Background: an optimization exercise with open tools, aiming at small area. Do not read the settings as production practice. The RTL was checked by simulation tests, not by an equivalence proof against the original design. The clock port is modelled as an ideal driver, which makes a skipped or thinned clock tree look cheaper than it is; a real chip needs a root buffer or a tree. No activity file was given, so power comes from the tool's default toggle rates.

Design wb_regfile, start of the top module:
module wb_regfile #(
  parameter logic [31:0] RESET_PC = 32'h0000_0000
) (
  input  logic        clk,
  input  logic        reset,
  input  logic        in_Jump,
  input  logic        in_MemtoReg,
  input  logic        in_RegWrite,
  input  logic [27:0] in_JumpAddress,
  input  logic [31:0] in_AddFour,
  input  logic [31:0] in_Adder,
  input  logic        in_ANDGate,
  input  logic [31:0] in_ReadData,
  input  logic [31:0] in_ALU,
  input  logic [4:0]  in_WriteRegister,
  input  logic        in_Stall,
  input  logic [4:0]  in_ReadRegister1,
  input  logic [4:0]  in_ReadRegister2,
  output logic [31:0] out_ReadData1,
  output logic [31:0] out_ReadData2,
  output logic [31:0] out_WriteData,
  output logic [31:0] out_PC,
  output logic [31:0] out_WBCount
);
export LEC_CHECK = 0
export CAP_MARGIN = 0
export CORE_MARGIN = 2
export CORE_UTILIZATION = 60
export PLACE_DENSITY = 0.7
export SLEW_MARGIN = 0
export SYNTH_HIERARCHICAL = 1
create_clock -name core_clock -period 8.0 [get_ports {clk}]
standard.sh (not shown) runs the stock make flow with config.mk's settings and CLKGATE_MAP_FILE= SYNTH_SCRIPT=/design/flow/synth_recipe.tcl, a recipe that flattens the netlist after the stock synthesis.
==> flow/flow/run.sh <==
#!/bin/bash
# Own layout flow: the standard synthesis, then every combinational cell
# set to its smallest drive strength (the layout's repair steps size up where
# needed), then the standard layout with small port buffers and a clock
# tree of clkbuf_8 without dummy loads. Each tool's output goes to its own log.
set -euo pipefail
R=orfs/results/${FLOW_PLATFORM}/wb_regfile/base
LIB=${FLOW_HOME}/platforms/${FLOW_PLATFORM}/lib/sky130_fd_sc_hd__tt_025C_1v80.lib
bash standard.sh synth > flow_synth.log 2>&1
python3 flow/downsize.py "$LIB" "$R/1_2_yosys.v" > flow_downsize.log 2>&1
rm -f "$R/1_synth.odb" "$R/1_synth.sdc"
export BUFFER_PORTS_ARGS="-buffer_cell sky130_fd_sc_hd__buf_1"
export CTS_ARGS="-sink_clustering_enable -repair_clock_nets -buf_list sky130_fd_sc_hd__clkbuf_8 -sink_clustering_size 15 -sink_clustering_max_diameter 60 -dont_use_dummy_load"
bash standard.sh > flow_layout.log 2>&1
Other scripts of this flow, unchanged in this note and not shown: flow/flow/downsize.py
The baseline finished but fails on max-capacitance violations, max-slew violations.
Then changed:
Settings changed: CAP_MARGIN 0 to 20, SLEW_MARGIN 0 to 20.
What happened: With this change the flow ran to the end with no violations. Register-to-register slack gets worse by 0.07 ns. Hold slack barely changes. Area after synthesis does not change. Core utilization rises by 1.1 points. Critical path depth stays the same. Global-route usage rises by 0.58 points. Power grows by about 0.4%. Wire length increases by about 0.7%. Cell count climbs by 0.69%. Count of clock-buffer cells in the layout stays the same.

---

Another version of the RTL of wb_regfile (not shown whole).
Size: about 3400 cells after synthesis, ~42000 um^2 of cells after synthesis.
==> flow/design.v (excerpt) <==
module wb_regfile #(
  parameter logic [31:0] RESET_PC = 32'h0000_0000
) (
  input  logic        clk,
  input  logic        reset,
  input  logic        in_Jump,
  input  logic        in_MemtoReg,
  input  logic        in_RegWrite,
  input  logic [27:0] in_JumpAddress,
  input  logic [31:0] in_AddFour,
  input  logic [31:0] in_Adder,
  input  logic        in_ANDGate,
  input  logic [31:0] in_ReadData,
  input  logic [31:0] in_ALU,
  input  logic [4:0]  in_WriteRegister,
  input  logic        in_Stall,
  input  logic [4:0]  in_ReadRegister1,
  input  logic [4:0]  in_ReadRegister2,
  output logic [31:0] out_ReadData1,
  output logic [31:0] out_ReadData2,
  output logic [31:0] out_WriteData,
  output logic [31:0] out_PC,
  output logic [31:0] out_WBCount
);
Settings: LEC_CHECK=0, CAP_MARGIN=20, CORE_MARGIN=2, CORE_UTILIZATION=60, PLACE_DENSITY=0.7, SLEW_MARGIN=20, SYNTH_HIERARCHICAL=1; clock period 8.0 ns.
==> flow/flow/run.sh <==
#!/bin/bash
# Own layout flow: the standard synthesis, then every combinational cell
# resized by its load (flow/size.py; the layout's repair steps still size up
# where needed), then the standard layout with small port buffers and a clock
# tree of clkbuf_8 without dummy loads, whose two lowest levels are then
# turned into inverters (flow/clkinv.tcl). Each tool's output goes to its own log.
set -euo pipefail
R=orfs/results/${FLOW_PLATFORM}/wb_regfile/base
LIB=${FLOW_HOME}/platforms/${FLOW_PLATFORM}/lib/sky130_fd_sc_hd__tt_025C_1v80.lib
bash standard.sh synth > flow_synth.log 2>&1
python3 flow/size.py "$LIB" "$R/1_2_yosys.v" > flow_size.log 2>&1
rm -f "$R/1_synth.odb" "$R/1_synth.sdc"
export BUFFER_PORTS_ARGS="-buffer_cell sky130_fd_sc_hd__buf_1"
export POST_CTS_TCL="$PWD/flow/post_cts.tcl"
export CTS_ARGS="-sink_clustering_enable -repair_clock_nets -buf_list sky130_fd_sc_hd__clkbuf_8 -sink_clustering_size 15 -sink_clustering_max_diameter 60 -dont_use_dummy_load"
bash standard.sh > flow_layout.log 2>&1
==> flow/flow/post_cts.tcl <==
# POST_CTS hook: turn the two lowest levels of the clock tree into inverters.
source [file join [file dirname [info script]] clkinv.tcl]
clk_tree_to_inverters sky130_fd_sc_hd__inv_8 sky130_fd_sc_hd__inv_8
Other scripts of this flow, unchanged in this note and not shown: flow/flow/clkinv.tcl, flow/flow/size.py
Next try:
--- a/flow/flow/run.sh
+++ b/flow/flow/run.sh
@@ -4,3 +4,3 @@
 # where needed), then the standard layout with small port buffers and a clock
-# tree of clkbuf_8 without dummy loads, whose two lowest levels are then
+# tree of clkbuf_16 without dummy loads, whose two lowest levels are then
 # turned into inverters (flow/clkinv.tcl). Each tool's output goes to its own log.
@@ -14,3 +14,3 @@
 export POST_CTS_TCL="$PWD/flow/post_cts.tcl"
-export CTS_ARGS="-sink_clustering_enable -repair_clock_nets -buf_list sky130_fd_sc_hd__clkbuf_8 -sink_clustering_size 15 -sink_clustering_max_diameter 60 -dont_use_dummy_load"
+export CTS_ARGS="-sink_clustering_enable -repair_clock_nets -buf_list sky130_fd_sc_hd__clkbuf_16 -sink_clustering_size 25 -sink_clustering_max_diameter 100 -dont_use_dummy_load"
 bash standard.sh > flow_layout.log 2>&1
==> flow/flow/post_cts.tcl (replaced) <==
# POST_CTS hook: turn the two lowest levels of the clock tree into inverters.
source [file join [file dirname [info script]] clkinv.tcl]
clk_tree_to_inverters sky130_fd_sc_hd__inv_12 sky130_fd_sc_hd__inv_12
Result: The changed run produced a clean layout; area after synthesis stays the same; total power went down by 1.5%; sequential power barely changes; design area barely changes; register-to-register slack improves by 0.03 ns; maximum frequency stays flat; utilization fell by 0.16 points; via count drops by 0.48%; final cell count shrinks by 0.71%.
No run of this note takes its clock network from TritonCTS; it comes from the design's own scripts or RTL.

==> re-timing with driven ports <==
The flow's constraints put no driver on any port. The routed layouts listed below were extracted and timed again, unchanged, in two steps. Step 1: set_driving_cell puts a clkbuf_16 on clk and a buf_2 on each other input, an assumption about the parent block. Step 2, shift: input delay + t, output delay - t, t = (earliest + latest rising clock arrival at the registers) / 2. This alone moves slack from input paths to output paths. Slacks: ideal / step 1 / step 2; pairs: ideal / step 1.
run | shift t [ns] | slack for setup (ns) | clock arrival spread, ns | worst slew at a driven data input, ns
the first run of note 1 | 0.768 | 0.239 / 0.278 / -0.490 | 0.101 / 0.100 | 0.19
the second run of note 1 | 0.791 | 0.253 / 0.298 / -0.493 | 0.082 / 0.082 | 0.23
the first run of note 2 | 0.800 | 0.249 / 0.263 / -0.503 | 0.062 / 0.063 | 0.12
the second run of note 2 | 0.654 | 0.255 / 0.298 / -0.357 | 0.077 / 0.077 | 0.11
For the first run of note 2, which loses most, drivers alone change the setup slack by +0.014 ns; drivers and shift together by -0.752 ns.
